From an optimization exercise on the open Yosys and OpenROAD flow, aimed at small area, a short achievable clock period and few clock cycles per item; shortcuts taken in it are not production practice.
Function was checked by simulation only, so behaviour that the tests miss may differ from the original.
Power figures rest on the tool's default switching activity, not on a simulated workload. The flow treats the clock pin as an ideal source, which a real chip does not have.

==> flow/design.v (excerpt) <==
module axil_mem_subsys (
  input  logic                  clk_i,
  input  logic                  rst_ni,
  input  logic                  req_i,
  output logic                  gnt_o,
  output logic                  rvalid_o,
  input  logic                  we_i,
  input  logic [(32 / 8)-1:0]   be_i,
  input  logic [32-1:0]   addr_i,
  input  logic [32-1:0]   wdata_i,
  output logic [32-1:0]   rdata_o,
  output logic                  err_o
);
  localparam int NW  = 256;
  localparam int DW  = 32;
  localparam int BW  = (32 / 8);
  localparam int NS  = 4;          
  localparam int SW  = DW / NS;       
  logic [NW*DW-1:0] mem_q;
  logic [NW*DW-1:0] mem_d;
  logic [DW-1:0]    p_q;       
  logic             in_range;
  logic             wr;
  logic [DW-1:0]    wcol;      
  logic [NS*2*SW-1:0] part_d;    
  logic [NS*2*SW-1:0] part_q;
  logic [DW-1:0]    inv_q;     
  logic [DW-1:0]    rd;
  logic             rvalid_q;
  logic             err_q;
  assign in_range = addr_i[15:10] == '0;
  assign wr       = req_i & we_i & rst_ni;
  always_comb begin
    for (int i = 0; i < DW; i++) begin
      wcol[i] = wdata_i[i] ^ p_q[i];
    end
  end
  always_ff @(posedge clk_i) begin
    p_q   <= ~p_q;
    mem_q <= mem_d;
  end
  for (genvar s = 0; s < NS; s++) begin : g_slice
    logic [16-1:0] lo_n, low;
    logic [16-1:0] hi;
    logic [NW-1:0]  wsel;      
    logic [NW-1:0]  wsel_n;
    predec u_pre (
      .addr  (addr_i[15:2]),
      .wr    (wr & (|be_i[s*1 +: 1])),
      .lo_n  (lo_n),
      .low   (low),
      .hi    (hi)
    );
    for (genvar r = 0; r < NW; r++) begin : g_word
      row_dec u_dec (
        .low    (low[r%16]),
        .hi     (hi[r/16]),
        .wsel_n (wsel_n[r])
      );
      vinv1 u_wsel (.a (wsel_n[r]), .y (wsel[r]));
      mem_next u_next (
        .q      (mem_q[r*DW + s*SW +: SW]),
        .wsel   ({SW{wsel[r]}}),
        .wsel_n ({SW{wsel_n[r]}}),
        .wcol   (wcol[s*SW +: SW]),
        .d      (mem_d[r*DW + s*SW +: SW])
      );
    end
  ...
Settings: LEC_CHECK=0, CAP_MARGIN=30, CORE_MARGIN=2, CORE_UTILIZATION=60, PLACE_DENSITY=0.72, SETUP_SLACK_MARGIN=4.8, SLEW_MARGIN=35, SYNTH_HIERARCHICAL=1; clock period 8.0 ns.
standard.sh (not shown) runs the stock make flow with config.mk's settings and CLKGATE_MAP_FILE= SYNTH_SCRIPT=/design/flow/synth_recipe.tcl, a recipe that flattens the netlist after the stock synthesis.
==> flow/flow/run.sh <==
#!/bin/bash
# The standard layout (standard.sh) with a few ORFS variables changed:
# - REMOVE_ABC_BUFFERS=1: the floorplan step removes synthesis buffers instead
#   of repairing timing before placement, when the high-fanout nets have no
#   buffers yet and every path looks slow;
# - the port buffers are buf_4 (the buf family can be resized for timing);
# - CTS without dummy loads, with larger sink clusters;
# - more rounds of antenna repair after detailed routing.
# Each tool's output goes to run.log in the work folder; ORFS keeps a log per
# step under orfs/logs.
set -euo pipefail
cd "$(dirname "$0")/.."
bash standard.sh \
  REMOVE_ABC_BUFFERS=1 \
  "BUFFER_PORTS_ARGS=-buffer_cell sky130_fd_sc_hd__buf_4" \
  "CTS_ARGS=-sink_clustering_enable -repair_clock_nets -dont_use_dummy_load -sink_clustering_size 30 -sink_clustering_max_diameter 90" \
  MAX_REPAIR_ANTENNAS_ITER_DRT=12 \
  finish > run.log 2>&1
The first run produced a clean layout.
Testbench counts at the start, summed over its fixed seeds: cycles 4,808, accesses 4,800.
Change:
--- a/flow/config.mk
+++ b/flow/config.mk
@@ -8,7 +8,6 @@
 export CAP_MARGIN = 30
 export CORE_MARGIN = 2
-export CORE_UTILIZATION = 60
-export PLACE_DENSITY = 0.72
-export SETUP_SLACK_MARGIN = 4.8
+export CORE_UTILIZATION = 64
+export SETUP_SLACK_MARGIN = 4.85
 export SLEW_MARGIN = 35
 export SYNTH_HIERARCHICAL = 1
After rerunning: The changed run completed with no timing, DRC or antenna violations; via count increases by 0.36%; area after synthesis is unchanged; sequential cell count stays the same.


axil_mem_subsys again, from the RTL that the note above started with.
==> flow/config.mk <==
export PLATFORM = sky130hd
export DESIGN_NAME = axil_mem_subsys
export DESIGN_NICKNAME = axil_mem_subsys
export VERILOG_FILES = /design/flow/design.v
export SDC_FILE = /design/flow/constraint.sdc
export NUM_CORES = 8
export LEC_CHECK = 0
export CAP_MARGIN = 30
export CORE_MARGIN = 2
export CORE_UTILIZATION = 60
export PLACE_DENSITY = 0.66
export SETUP_SLACK_MARGIN = 4.8
export SLEW_MARGIN = 35
export SYNTH_HIERARCHICAL = 1
==> flow/constraint.sdc <==
create_clock -name core_clock -period 8.0 [get_ports {clk_i}]
set_input_delay 1.6000 -clock core_clock [delete_from_list [all_inputs] [get_ports {clk_i}]]
set_output_delay 1.6000 -clock core_clock [all_outputs]
set_load 0.01 [all_outputs]
Scripts as last shown in full above: flow/flow/run.sh
Testbench counts at the start, summed over its fixed seeds: cycles 4,808, accesses 4,800.
Next try:
--- a/flow/flow/run.sh
+++ b/flow/flow/run.sh
@@ -14,5 +14,5 @@
   REMOVE_ABC_BUFFERS=1 \
   "BUFFER_PORTS_ARGS=-buffer_cell sky130_fd_sc_hd__buf_4" \
-  "CTS_ARGS=-sink_clustering_enable -repair_clock_nets -dont_use_dummy_load -sink_clustering_size 30 -sink_clustering_max_diameter 90" \
+  "CTS_ARGS=-sink_clustering_enable -repair_clock_nets -dont_use_dummy_load -sink_clustering_size 30 -sink_clustering_max_diameter 80" \
   MAX_REPAIR_ANTENNAS_ITER_DRT=12 \
   finish > run.log 2>&1
- CAP_MARGIN: 30 -> 40
- PLACE_DENSITY: 0.66 -> default
- SETUP_SLACK_MARGIN: 4.8 -> 4.3
- SLEW_MARGIN: 35 -> 50
Routed wire length came out lower by a little under a tenth.
Sequential share of layout area increases by 0.79 points.
Sequential cell count is unchanged.
Total power went down slightly.
Global-route usage decreases by 2.2 points.
Clock skew rises by 0.026 ns.
Next try:
- SETUP_SLACK_MARGIN: 4.3 -> 4.8
The new run ran to the end with no violations.
Worst setup slack improved by 0.27 ns.
Via count climbs by a few percent.
Clock skew hardly moves.
Worst hold slack barely changes.
Cell count climbs slightly.
First-iteration DRC count climbs by roughly a tenth.
Final area climbs slightly.
Synthesized area does not change.
Global-route usage climbs by 1.7 points.
Critical path depth drops by 7.
Next try:
--- a/flow/flow/run.sh
+++ b/flow/flow/run.sh
@@ -14,5 +14,5 @@
   REMOVE_ABC_BUFFERS=1 \
   "BUFFER_PORTS_ARGS=-buffer_cell sky130_fd_sc_hd__buf_4" \
-  "CTS_ARGS=-sink_clustering_enable -repair_clock_nets -dont_use_dummy_load -sink_clustering_size 30 -sink_clustering_max_diameter 80" \
+  "CTS_ARGS=-sink_clustering_enable -repair_clock_nets -dont_use_dummy_load -sink_clustering_size 30 -sink_clustering_max_diameter 90" \
   MAX_REPAIR_ANTENNAS_ITER_DRT=12 \
   finish > run.log 2>&1
- CAP_MARGIN: 40 -> 10
- CORE_UTILIZATION: 60 -> 56
- SLEW_MARGIN: 50 -> 20
The new run produced a clean layout.
Wire length went up by 2.5%.
Design area is about the same.
Worst hold slack gets better by 0.0066 ns.
Cell count went up by 1.4%.
Worst setup slack gets better by 0.0062 ns.
Utilization went down by 4.6 points.


Another version of the RTL of axil_mem_subsys (not shown whole).
Size: roughly 27,000 cells after synthesis, about 270,000 µm² of cells after synthesis.
## axil_mem_subsys
module axil_mem_subsys (
  input  logic                  clk_i,
  input  logic                  rst_ni,
  input  logic                  req_i,
  output logic                  gnt_o,
  output logic                  rvalid_o,
  input  logic                  we_i,
  input  logic [(32 / 8)-1:0]   be_i,
  input  logic [32-1:0]   addr_i,
  input  logic [32-1:0]   wdata_i,
  output logic [32-1:0]   rdata_o,
  output logic                  err_o
);
clock: 8.0 ns
lec_check: 0
cap_margin: 40
core_margin: 2
core_utilization: 60
setup_slack_margin: 4.5
slew_margin: 50
synth_hierarchical: 1
==> flow/flow/run.sh <==
#!/bin/bash
# The standard layout (standard.sh) with a few ORFS variables changed:
# - REMOVE_ABC_BUFFERS=1: the floorplan step removes synthesis buffers instead
#   of repairing timing before placement, when the high-fanout nets have no
#   buffers yet and every path looks slow;
# - the port buffers are buf_4 (the buf family can be resized for timing);
# - CTS without dummy loads, with larger sink clusters;
# - more rounds of antenna repair after detailed routing.
# Each tool's output goes to run.log in the work folder; ORFS keeps a log per
# step under orfs/logs.
set -euo pipefail
cd "$(dirname "$0")/.."
bash standard.sh \
  REMOVE_ABC_BUFFERS=1 \
  "BUFFER_PORTS_ARGS=-buffer_cell sky130_fd_sc_hd__buf_4" \
  "CTS_ARGS=-sink_clustering_enable -repair_clock_nets -dont_use_dummy_load -sink_clustering_size 30 -sink_clustering_max_diameter 80" \
  MAX_REPAIR_ANTENNAS_ITER_DRT=12 \
  finish > run.log 2>&1
Testbench counts at the start, summed over its fixed seeds: cycles 4,808, accesses 4,800.
Next try:
--- a/flow/flow/run.sh
+++ b/flow/flow/run.sh
@@ -15,3 +15,3 @@
   "BUFFER_PORTS_ARGS=-buffer_cell sky130_fd_sc_hd__buf_4" \
-  "CTS_ARGS=-sink_clustering_enable -repair_clock_nets -dont_use_dummy_load -sink_clustering_size 30 -sink_clustering_max_diameter 80" \
+  "CTS_ARGS=-sink_clustering_enable -repair_clock_nets -dont_use_dummy_load -sink_clustering_size 30 -sink_clustering_max_diameter 70" \
   MAX_REPAIR_ANTENNAS_ITER_DRT=12 \
After rerunning: The changed run passed the timing, DRC and antenna checks. Final area is higher by about 0.7%. Worst setup slack gets worse by 0.091 ns. Cell count hardly moves. Routed wire length grows by about 0.33%. Clock-buffer cell count is higher by 94. Clock skew went up by 0.020 ns.


axil_mem_subsys with an RTL version that a note above also has.
Size in the first run: ~26000 cells after synthesis, roughly 8300 flip-flops, about 110 I/O pins, about 270000 um2 of cells after synthesis.
==> flow/config.mk <==
export PLATFORM = sky130hd
export DESIGN_NAME = axil_mem_subsys
export DESIGN_NICKNAME = axil_mem_subsys
export VERILOG_FILES = /design/flow/design.v
export SDC_FILE = /design/flow/constraint.sdc
export NUM_CORES = 8
export LEC_CHECK = 0
export CAP_MARGIN = 40
export CORE_MARGIN = 2
export CORE_UTILIZATION = 60
export SETUP_SLACK_MARGIN = 5.0
export SLEW_MARGIN = 50
export SYNTH_HIERARCHICAL = 1
==> flow/constraint.sdc <==
create_clock -name core_clock -period 8.0 [get_ports {clk_i}]
set_input_delay 1.6000 -clock core_clock [delete_from_list [all_inputs] [get_ports {clk_i}]]
set_output_delay 1.6000 -clock core_clock [all_outputs]
set_load 0.01 [all_outputs]
==> flow/flow/run.sh <==
#!/bin/bash
# The standard layout (standard.sh) with a few ORFS variables changed:
# - REMOVE_ABC_BUFFERS=1: the floorplan step removes synthesis buffers instead
#   of repairing timing before placement, when the high-fanout nets have no
#   buffers yet and every path looks slow;
# - the port buffers are buf_4 (the buf family can be resized for timing);
# - CTS without dummy loads, with larger sink clusters;
# - more rounds of antenna repair after detailed routing.
# Each tool's output goes to run.log in the work folder; ORFS keeps a log per
# step under orfs/logs.
set -euo pipefail
cd "$(dirname "$0")/.."
bash standard.sh \
  REMOVE_ABC_BUFFERS=1 \
  "BUFFER_PORTS_ARGS=-buffer_cell sky130_fd_sc_hd__buf_4" \
  "CTS_ARGS=-sink_clustering_enable -repair_clock_nets -dont_use_dummy_load -sink_clustering_size 30 -sink_clustering_max_diameter 80" \
  MAX_REPAIR_ANTENNAS_ITER_DRT=12 \
  finish > run.log 2>&1
The starting point produced a clean layout.
Testbench counts at the start, summed over its fixed seeds: cycles 4,808, accesses 4,800.
Change:
--- a/flow/flow/run.sh
+++ b/flow/flow/run.sh
@@ -15,3 +15,3 @@
   "BUFFER_PORTS_ARGS=-buffer_cell sky130_fd_sc_hd__buf_4" \
-  "CTS_ARGS=-sink_clustering_enable -repair_clock_nets -dont_use_dummy_load -sink_clustering_size 30 -sink_clustering_max_diameter 80" \
+  "CTS_ARGS=-sink_clustering_enable -repair_clock_nets -dont_use_dummy_load -sink_clustering_size 30 -sink_clustering_max_diameter 90" \
   MAX_REPAIR_ANTENNAS_ITER_DRT=12 \
Settings changed: CAP_MARGIN 40 to 20, SETUP_SLACK_MARGIN 5.0 to 4.8, SLEW_MARGIN 50 to 25.
Effect:
- flip-flop and latch count stays the same
- design area goes down by about 3.6%
- worst setup slack stays flat
Change:
--- a/flow/flow/run.sh
+++ b/flow/flow/run.sh
@@ -7,3 +7,5 @@
 # - CTS without dummy loads, with larger sink clusters;
-# - more rounds of antenna repair after detailed routing.
+# - more rounds of antenna repair after detailed routing;
+# - flow/small_a22oi.tcl after the floorplan: the read mux's a22oi gates start
+#   at the smallest size.
 # Each tool's output goes to run.log in the work folder; ORFS keeps a log per
@@ -15,4 +17,5 @@
   "BUFFER_PORTS_ARGS=-buffer_cell sky130_fd_sc_hd__buf_4" \
-  "CTS_ARGS=-sink_clustering_enable -repair_clock_nets -dont_use_dummy_load -sink_clustering_size 30 -sink_clustering_max_diameter 90" \
+  "CTS_ARGS=-sink_clustering_enable -repair_clock_nets -dont_use_dummy_load -sink_clustering_size 30 -sink_clustering_max_diameter 80" \
   MAX_REPAIR_ANTENNAS_ITER_DRT=12 \
+  "POST_FLOORPLAN_TCL=$(pwd)/flow/small_a22oi.tcl" \
   finish > run.log 2>&1
==> flow/flow/small_a22oi.tcl (new file) <==
# Run after the floorplan: synthesis maps the read mux's and-or-invert gates
# (module rd_hsel2) to a22oi_2; start them at a22oi_1 and let the timing
# repair size up the ones that need it.
set n 0
foreach inst [get_cells -hierarchical *] {
  if {[get_property $inst ref_name] eq "sky130_fd_sc_hd__a22oi_2"} {
    replace_cell [get_full_name $inst] sky130_fd_sc_hd__a22oi_1
    incr n
  }
}
puts "a22oi_2 -> a22oi_1: $n"
Settings changed: CAP_MARGIN 20 to 40, SLEW_MARGIN 25 to 50.
=>
- The changed run finished clean
- clock power stays flat
- combinational power rises by about 4%
- routed wire length went up by 1.4%
- final cell count is higher by 0.66%
- clock-buffer cell count goes up by 7
- synthesized cell count does not change
- sequential cell count is unchanged
- worst setup slack barely changes
- clock skew rose by 0.012 ns
- sequential share of layout area went down by 0.58 points
Change:
--- a/flow/flow/run.sh
+++ b/flow/flow/run.sh
@@ -7,5 +7,3 @@
 # - CTS without dummy loads, with larger sink clusters;
-# - more rounds of antenna repair after detailed routing;
-# - flow/small_a22oi.tcl after the floorplan: the read mux's a22oi gates start
-#   at the smallest size.
+# - more rounds of antenna repair after detailed routing.
 # Each tool's output goes to run.log in the work folder; ORFS keeps a log per
@@ -19,3 +17,2 @@
   MAX_REPAIR_ANTENNAS_ITER_DRT=12 \
-  "POST_FLOORPLAN_TCL=$(pwd)/flow/small_a22oi.tcl" \
   finish > run.log 2>&1
Settings changed: SETUP_SLACK_MARGIN 4.8 to 4.5.
removed: flow/flow/small_a22oi.tcl
Outcome: The new run ran to the end with no violations. Final area goes down by 1.6%. Clock-buffer cell count goes up by 1. Routed wire length drops by 6.1%. Via count goes down by 2.0%.
Change:
--- a/flow/flow/run.sh
+++ b/flow/flow/run.sh
@@ -15,3 +15,3 @@
   "BUFFER_PORTS_ARGS=-buffer_cell sky130_fd_sc_hd__buf_4" \
-  "CTS_ARGS=-sink_clustering_enable -repair_clock_nets -dont_use_dummy_load -sink_clustering_size 30 -sink_clustering_max_diameter 80" \
+  "CTS_ARGS=-sink_clustering_enable -repair_clock_nets -dont_use_dummy_load -sink_clustering_size 30 -sink_clustering_max_diameter 90" \
   MAX_REPAIR_ANTENNAS_ITER_DRT=12 \
Settings changed: CAP_MARGIN 40 to 30, SETUP_SLACK_MARGIN 4.5 to 4.9, SLEW_MARGIN 50 to 35.
Routed wire length goes up by 8.3%; final cell count rose by 0.73%; setup slack improves by 0.13 ns; maximum frequency is higher by 3.6%; clock-buffer cell count goes down by 8.
Change:
Settings changed: CORE_UTILIZATION 60 to 64, SETUP_SLACK_MARGIN 4.9 to 4.8.
=> Fmax drops by a few percent; global-route usage climbs by 0.58 points; die area drops by a few percent; total power drops slightly; worst setup slack is worse by 0.072 ns; critical path depth stays the same.

==> separate check: timing with driven ports <==
In the flow no input, the clock included, has a driving cell. The finished layouts below were timed again as built, in two steps. Step 1 sets driving cells, clkbuf_16 on the clock port and buf_2 on the other inputs (assumed; they add their load-dependent delay and slew). Step 2 moves the port delays by t, midway between the first and last clock arrival at a register: inputs arrive t later, outputs are due t later. That takes back most of the time a late clock gives input paths. Three values: no drivers, after step 1, after step 2; two values: the first two.
| run | shift t [ns] | setup WS [ns] | worst data-port slew with drivers (ns) |
|---|---|---|---|
| the first run of note 1 | 1.127 | 4.419 / 4.310 / 3.295 | 0.51 |
| the second run of note 1 | 1.143 | 4.422 / 4.299 / 3.321 | 0.44 |
| the first run of note 2 | 1.131 | 4.466 / 4.351 / 3.311 | 0.43 |
| the second run of note 2 | 1.103 | 4.198 / 4.175 / 3.072 | 0.16 |
| the third run of note 2 | 1.111 | 4.467 / 4.351 / 3.313 | 0.38 |
| the fourth run of note 2 | 1.158 | 4.473 / 4.337 / 3.307 | 0.41 |
| the first run of note 3 | 1.127 | 4.314 / 4.287 / 3.160 | 0.19 |
| the second run of note 3 | 1.159 | 4.223 / 4.262 / 3.103 | 0.18 |
| the first run of note 4 | 1.140 | 4.472 / 4.338 / 3.462 | 0.43 |
| the second run of note 4 | 1.132 | 4.475 / 4.352 / 3.334 | 0.44 |
| the third run of note 4 | 1.135 | 4.474 / 4.346 / 3.368 | 0.46 |
| the fourth run of note 4 | 1.110 | 4.369 / 4.302 / 3.192 | 0.20 |
| the fifth run of note 4 | 1.167 | 4.495 / 4.352 / 3.410 | 0.44 |
| the sixth run of note 4 | 1.139 | 4.423 / 4.300 / 3.333 | 0.49 |
After both steps every run listed still meets setup and hold. For the fourth run of note 4, which loses most, drivers alone change the setup slack by -0.067 ns; drivers and shift together by -1.177 ns.
